This design comes from an exercise in tuning for small area, a short achievable clock period and few clock cycles per item on the open sky130 flow, not from production work.
Function was checked by simulation only, so behaviour that the tests miss may differ from the original.
No activity file was given, so power comes from the tool's default toggle rates.

==> flow/design.v <==
module mem_bank_responder #(
   parameter int                DATA_W      = 16,
   parameter int                ADDR_W      = 8,
   parameter int                WAIT_CYCLES = 2,    
   parameter logic [ADDR_W-1:0] PROT_LIMIT  = ADDR_W'(8'h40)
) (
   input  logic              CLK100MHZ,
   input  logic              RST,
   input  logic              mb_sel,
   input  logic [ADDR_W-1:0] pc_addr,
   input  logic [ADDR_W-1:0] mb_addr,
   input  logic              mb_read,
   input  logic              mb_write,
   input  logic [DATA_W-1:0] mb_wdata,
   output logic [DATA_W-1:0] mb_rdata,
   output logic              mb_ack,
   output logic              mb_busy,
   output logic              mb_err
);
   localparam int DEPTH = 1 << ADDR_W;
   localparam int LO_W  = 4;                   
   localparam int HI_W  = ADDR_W - LO_W;       
   localparam int NGRP  = 1 << HI_W;
   localparam int GSZ   = 1 << LO_W;
   localparam int NPART = 4;
   localparam bit PROT_EN = 1'b0;
   localparam int RING_B = 2;                    
   localparam int RING   = 1 << RING_B;
   localparam int NRING  = DEPTH / RING;
   localparam int AGE_W  = 3;                    
   localparam logic [AGE_W-1:0] AGE_OLD = AGE_W'(RING + 1);
   logic              strobe_q;      
   logic              armed;         
   logic              req_wait;      
   logic              ack_q;
   logic              busy_q;
   logic              err_q;
   logic [RING_B-1:0] rot;           
   logic              rot_init;      
   logic [RING_B-1:0] tgt_q [RING];  
   logic              sb_v    [2];
   logic [ADDR_W-1:0] sb_addr [2];
   logic [DATA_W-1:0] sb_data [2];
   logic              sb_ptr;        
   logic [AGE_W-1:0]  lw_age;        
   logic [ADDR_W-1:0] lw_addr;       
   logic [DATA_W-1:0] ring [NRING][RING];
   logic              strobe_any;
   logic              req_edge;
   logic              req_active;
   logic              req_ok;
   logic              accept;
   logic [ADDR_W-1:0] sel_addr;
   logic              reject_now;
   logic              store_now;
   logic              recent;
   logic              sb_c    [2];   
   logic [DATA_W-1:0] wbus;
   logic [RING-1:0]   pos_hit;       
   logic [GSZ-1:0]    lo_oh;
   logic [NGRP-1:0]   hi_oh;
   logic [DATA_W-1:0] rd_grp [NGRP];
   logic [DATA_W-1:0] rd_part   [NPART];   
   logic [DATA_W-1:0] rd_part_n [NPART];   
   assign strobe_any = mb_read | mb_write;
   assign sel_addr   = mb_sel ? mb_addr : pc_addr;
   assign req_edge   = strobe_any & ~strobe_q & armed;
   assign req_active = req_edge | req_wait;
   assign reject_now = (mb_read & mb_write)
                     | (PROT_EN & mb_write & ~mb_read & (sel_addr < PROT_LIMIT));
   assign store_now  = mb_write & ~reject_now;
   assign lw_addr = sb_addr[~sb_ptr];
   assign recent  = (lw_age <= AGE_W'(RING));
   always_comb begin
      if (reject_now)
         req_ok = 1'b1;
      else if (mb_write)
         req_ok = !(recent && lw_age != AGE_W'(RING)
                    && sel_addr[RING_B-1:0] == lw_addr[RING_B-1:0]);
      else
         req_ok = !(recent && sel_addr == lw_addr);
   end
   assign accept = req_active & req_ok;
   always_ff @(posedge CLK100MHZ) begin
      if (RST) begin
         strobe_q <= 1'b0;
         armed    <= 1'b0;
         req_wait <= 1'b0;
         ack_q    <= 1'b0;
         busy_q   <= 1'b0;
         err_q    <= 1'b0;
      end else begin
         strobe_q <= strobe_any;
         if (!strobe_any) begin
            armed <= 1'b1;
         end
         req_wait <= req_active & ~req_ok;
         ack_q    <= accept;
         busy_q   <= req_active;
         err_q    <= accept & reject_now;
      end
   end
   always_comb begin
      for (int k = 0; k < 2; k++)
         sb_c[k] = sb_v[k] && (sb_addr[k][RING_B-1:0] == ~rot);
      wbus = sb_c[0] ? sb_data[0] : sb_data[1];
   end
   always_ff @(posedge CLK100MHZ) begin
      if (!RST || rot_init) begin
         rot <= rot + 1'b1;
         for (int p = 0; p < RING; p++) tgt_q[p] <= RING_B'(p) - rot - 1'b1;
         for (int k = 0; k < 2; k++) begin
            if (sb_c[k]) sb_v[k] <= 1'b0;
         end
         if (lw_age < AGE_OLD) lw_age <= lw_age + 1'b1;
         if (!RST && accept && store_now) begin
            sb_v[sb_ptr] <= 1'b1;
            sb_ptr       <= ~sb_ptr;
            lw_age       <= AGE_W'(1);
         end
      end else begin
         rot      <= '0;
         for (int p = 0; p < RING; p++) tgt_q[p] <= RING_B'(p);
         sb_v[0]  <= 1'b0;
         sb_v[1]  <= 1'b0;
         sb_ptr   <= 1'b0;
         lw_age   <= AGE_OLD;
         rot_init <= 1'b1;
      end
   end
   always_ff @(posedge CLK100MHZ) begin
      for (int k = 0; k < 2; k++) begin
         if (sb_ptr == 1'(k)) begin
            sb_addr[k] <= sel_addr;
            sb_data[k] <= mb_wdata;
         end
      end
   end
   always_comb begin
      for (int p = 0; p < RING; p++) pos_hit[p] = (sel_addr[RING_B-1:0] == tgt_q[p]);
      for (int i = 0; i < GSZ; i++)
         lo_oh[i] = pos_hit[i % RING]
                  & (sel_addr[LO_W-1:RING_B] == (LO_W-RING_B)'(i / RING));
      for (int g = 0; g < NGRP; g++) hi_oh[g] = (sel_addr[ADDR_W-1:LO_W] == HI_W'(g));
      for (int j = 0; j < NPART; j++) rd_part[j] = '0;
      for (int g = 0; g < NGRP; g++) begin
         rd_grp[g] = '0;
         for (int i = 0; i < GSZ; i++) begin
            rd_grp[g] = rd_grp[g]
                      | ({DATA_W{lo_oh[i]}} & ring[(g*GSZ + i) / RING][i % RING]);
         end
         rd_part[g / (NGRP / NPART)] = rd_part[g / (NGRP / NPART)]
                                     | ({DATA_W{hi_oh[g]}} & rd_grp[g]);
      end
   end
   always_ff @(posedge CLK100MHZ) begin
      for (int j = 0; j < NPART; j++) rd_part_n[j] <= ~rd_part[j];
   end
   always_comb begin
      mb_rdata = '1;
      for (int j = 0; j < NPART; j++) mb_rdata = mb_rdata & rd_part_n[j];
      mb_rdata = ~mb_rdata;
   end
   assign mb_ack  = ack_q;
   assign mb_busy = busy_q;
   assign mb_err  = err_q;
   always_ff @(posedge CLK100MHZ) begin
      for (int r = 0; r < NRING; r++) begin
         for (int p = 1; p < RING; p++) ring[r][p] <= ring[r][p-1];
         if ((sb_c[0] && sb_addr[0][ADDR_W-1:RING_B] == (ADDR_W-RING_B)'(r))
          || (sb_c[1] && sb_addr[1][ADDR_W-1:RING_B] == (ADDR_W-RING_B)'(r)))
            ring[r][0] <= wbus;
         else
            ring[r][0] <= ring[r][RING-1];
      end
   end
endmodule
Settings: LEC_CHECK=0, CAP_MARGIN=20, CORE_MARGIN=2, CORE_UTILIZATION=55, CTS_BUF_LIST=sky130_fd_sc_hd__clkbuf_16, CTS_CLUSTER_DIAMETER=60, CTS_CLUSTER_SIZE=24, PLACE_DENSITY=0.7, SETUP_SLACK_MARGIN=3.0, SLEW_MARGIN=20, TNS_END_PERCENT=100, BUFFER_PORTS_ARGS=-buffer_cell sky130_fd_sc_hd__buf_4, CTS_ARGS=-sink_clustering_enable -repair_clock_nets -dont_use_dummy_load -buf_list sky130_fd_sc_hd__clkbuf_16 -sink_clustering_size 24 -sink_clustering_max_diameter 60; clock period 6.0 ns.
standard.sh (not shown) runs the stock make flow with config.mk's settings and CLKGATE_MAP_FILE= SYNTH_SCRIPT=/design/flow/synth_recipe.tcl, a recipe that flattens the netlist after the stock synthesis.
==> flow/flow/run.sh <==
#!/bin/bash
set -euo pipefail
cat >> config.mk <<'EOT'
export BUFFER_PORTS_ARGS = -buffer_cell sky130_fd_sc_hd__buf_4
export CTS_ARGS = -sink_clustering_enable -repair_clock_nets -dont_use_dummy_load -buf_list sky130_fd_sc_hd__clkbuf_16 -sink_clustering_size 24 -sink_clustering_max_diameter 60
EOT
bash standard.sh > standard.log 2>&1
Testbench counts at the start, summed over its fixed seeds: cycles 36,215, items 12,000.
Change:
--- a/flow/design.v
+++ b/flow/design.v
@@ -21,13 +21,14 @@
    localparam int LO_W  = 4;                   
    localparam int HI_W  = ADDR_W - LO_W;       
    localparam int NGRP  = 1 << HI_W;
    localparam int GSZ   = 1 << LO_W;
-   localparam int NPART = 4;
+   localparam int NPART = 2;
    localparam bit PROT_EN = 1'b0;
    localparam int RING_B = 2;                    
    localparam int RING   = 1 << RING_B;
    localparam int NRING  = DEPTH / RING;
+   localparam int GPP    = NGRP / RING;          
    localparam int AGE_W  = 3;                    
    localparam logic [AGE_W-1:0] AGE_OLD = AGE_W'(RING + 1);
    logic              strobe_q;      
    logic              armed;         
@@ -75,9 +76,9 @@
       if (reject_now)
          req_ok = 1'b1;
       else if (mb_write)
          req_ok = !(recent && lw_age != AGE_W'(RING)
-                    && sel_addr[RING_B-1:0] == lw_addr[RING_B-1:0]);
+                    && sel_addr[ADDR_W-1 -: RING_B] == lw_addr[ADDR_W-1 -: RING_B]);
       else
          req_ok = !(recent && sel_addr == lw_addr);
    end
    assign accept = req_active & req_ok;
@@ -101,9 +102,9 @@
       end
    end
    always_comb begin
       for (int k = 0; k < 2; k++)
-         sb_c[k] = sb_v[k] && (sb_addr[k][RING_B-1:0] == ~rot);
+         sb_c[k] = sb_v[k] && (sb_addr[k][ADDR_W-1 -: RING_B] == ~rot);
       wbus = sb_c[0] ? sb_data[0] : sb_data[1];
    end
    always_ff @(posedge CLK100MHZ) begin
       if (!RST || rot_init) begin
@@ -136,19 +137,19 @@
          end
       end
    end
    always_comb begin
-      for (int p = 0; p < RING; p++) pos_hit[p] = (sel_addr[RING_B-1:0] == tgt_q[p]);
-      for (int i = 0; i < GSZ; i++)
-         lo_oh[i] = pos_hit[i % RING]
-                  & (sel_addr[LO_W-1:RING_B] == (LO_W-RING_B)'(i / RING));
-      for (int g = 0; g < NGRP; g++) hi_oh[g] = (sel_addr[ADDR_W-1:LO_W] == HI_W'(g));
+      for (int p = 0; p < RING; p++) pos_hit[p] = (sel_addr[ADDR_W-1 -: RING_B] == tgt_q[p]);
+      for (int i = 0; i < GSZ; i++) lo_oh[i] = (sel_addr[LO_W-1:0] == LO_W'(i));
+      for (int g = 0; g < NGRP; g++)
+         hi_oh[g] = pos_hit[g / GPP]
+                  & (sel_addr[ADDR_W-RING_B-1:LO_W] == (HI_W-RING_B)'(g % GPP));
       for (int j = 0; j < NPART; j++) rd_part[j] = '0;
       for (int g = 0; g < NGRP; g++) begin
          rd_grp[g] = '0;
          for (int i = 0; i < GSZ; i++) begin
             rd_grp[g] = rd_grp[g]
-                      | ({DATA_W{lo_oh[i]}} & ring[(g*GSZ + i) / RING][i % RING]);
+                      | ({DATA_W{lo_oh[i]}} & ring[(g % GPP) * GSZ + i][g / GPP]);
          end
          rd_part[g / (NGRP / NPART)] = rd_part[g / (NGRP / NPART)]
                                      | ({DATA_W{hi_oh[g]}} & rd_grp[g]);
       end
@@ -166,10 +167,10 @@
    assign mb_err  = err_q;
    always_ff @(posedge CLK100MHZ) begin
       for (int r = 0; r < NRING; r++) begin
          for (int p = 1; p < RING; p++) ring[r][p] <= ring[r][p-1];
-         if ((sb_c[0] && sb_addr[0][ADDR_W-1:RING_B] == (ADDR_W-RING_B)'(r))
-          || (sb_c[1] && sb_addr[1][ADDR_W-1:RING_B] == (ADDR_W-RING_B)'(r)))
+         if ((sb_c[0] && sb_addr[0][ADDR_W-RING_B-1:0] == (ADDR_W-RING_B)'(r))
+          || (sb_c[1] && sb_addr[1][ADDR_W-RING_B-1:0] == (ADDR_W-RING_B)'(r)))
             ring[r][0] <= wbus;
          else
             ring[r][0] <= ring[r][RING-1];
       end
After rerunning: The changed run finished clean; register-to-register slack loses 0.18 ns; hold slack loses 0.019 ns; core utilization increases by 2.0 points; global-route usage increases by 3.4 points; synthesized area decreases by about 1%; routed wire length increases by 10%; via count increases by about 0.8%; first-iteration DRC count increases by about 27%; total power decreases by about 0.8%; cell area increases by 2.3%; sequential cell count decreases by 32; die area decreases by 0.99%; cell count increases by 0.53%.
Testbench counts after the change, summed over its fixed seeds: cycles 36,252, items 12,000.

==> static timing again, ports no longer ideal <==
No port has a modelled driver above. Below, the same layouts with a new extraction and two added sets of constraints. Step 1, drivers: a clkbuf_16 drives CLK100MHZ and a buf_2 each remaining input, both assumed. Step 2 moves the port delays by t, midway between the first and last clock arrival at a register: inputs arrive t later, outputs are due t later. That takes back most of the time a late clock gives input paths. Three values: no drivers, after step 1, after step 2; two values: the first two.
| run | t (ns) | slack for setup (ns) | worst slew at a driven data input, ns |
|---|---|---|---|
| the first run | 0.965 | 2.787 / 2.742 / 1.851 | 0.10 |
| the second run | 0.961 | 2.294 / 2.060 / 1.099 | 0.39 |
After both steps every run listed still meets setup and hold. The setup slack of the second run, which loses most, moves by -0.234 ns with the drivers and by -1.195 ns with both steps.
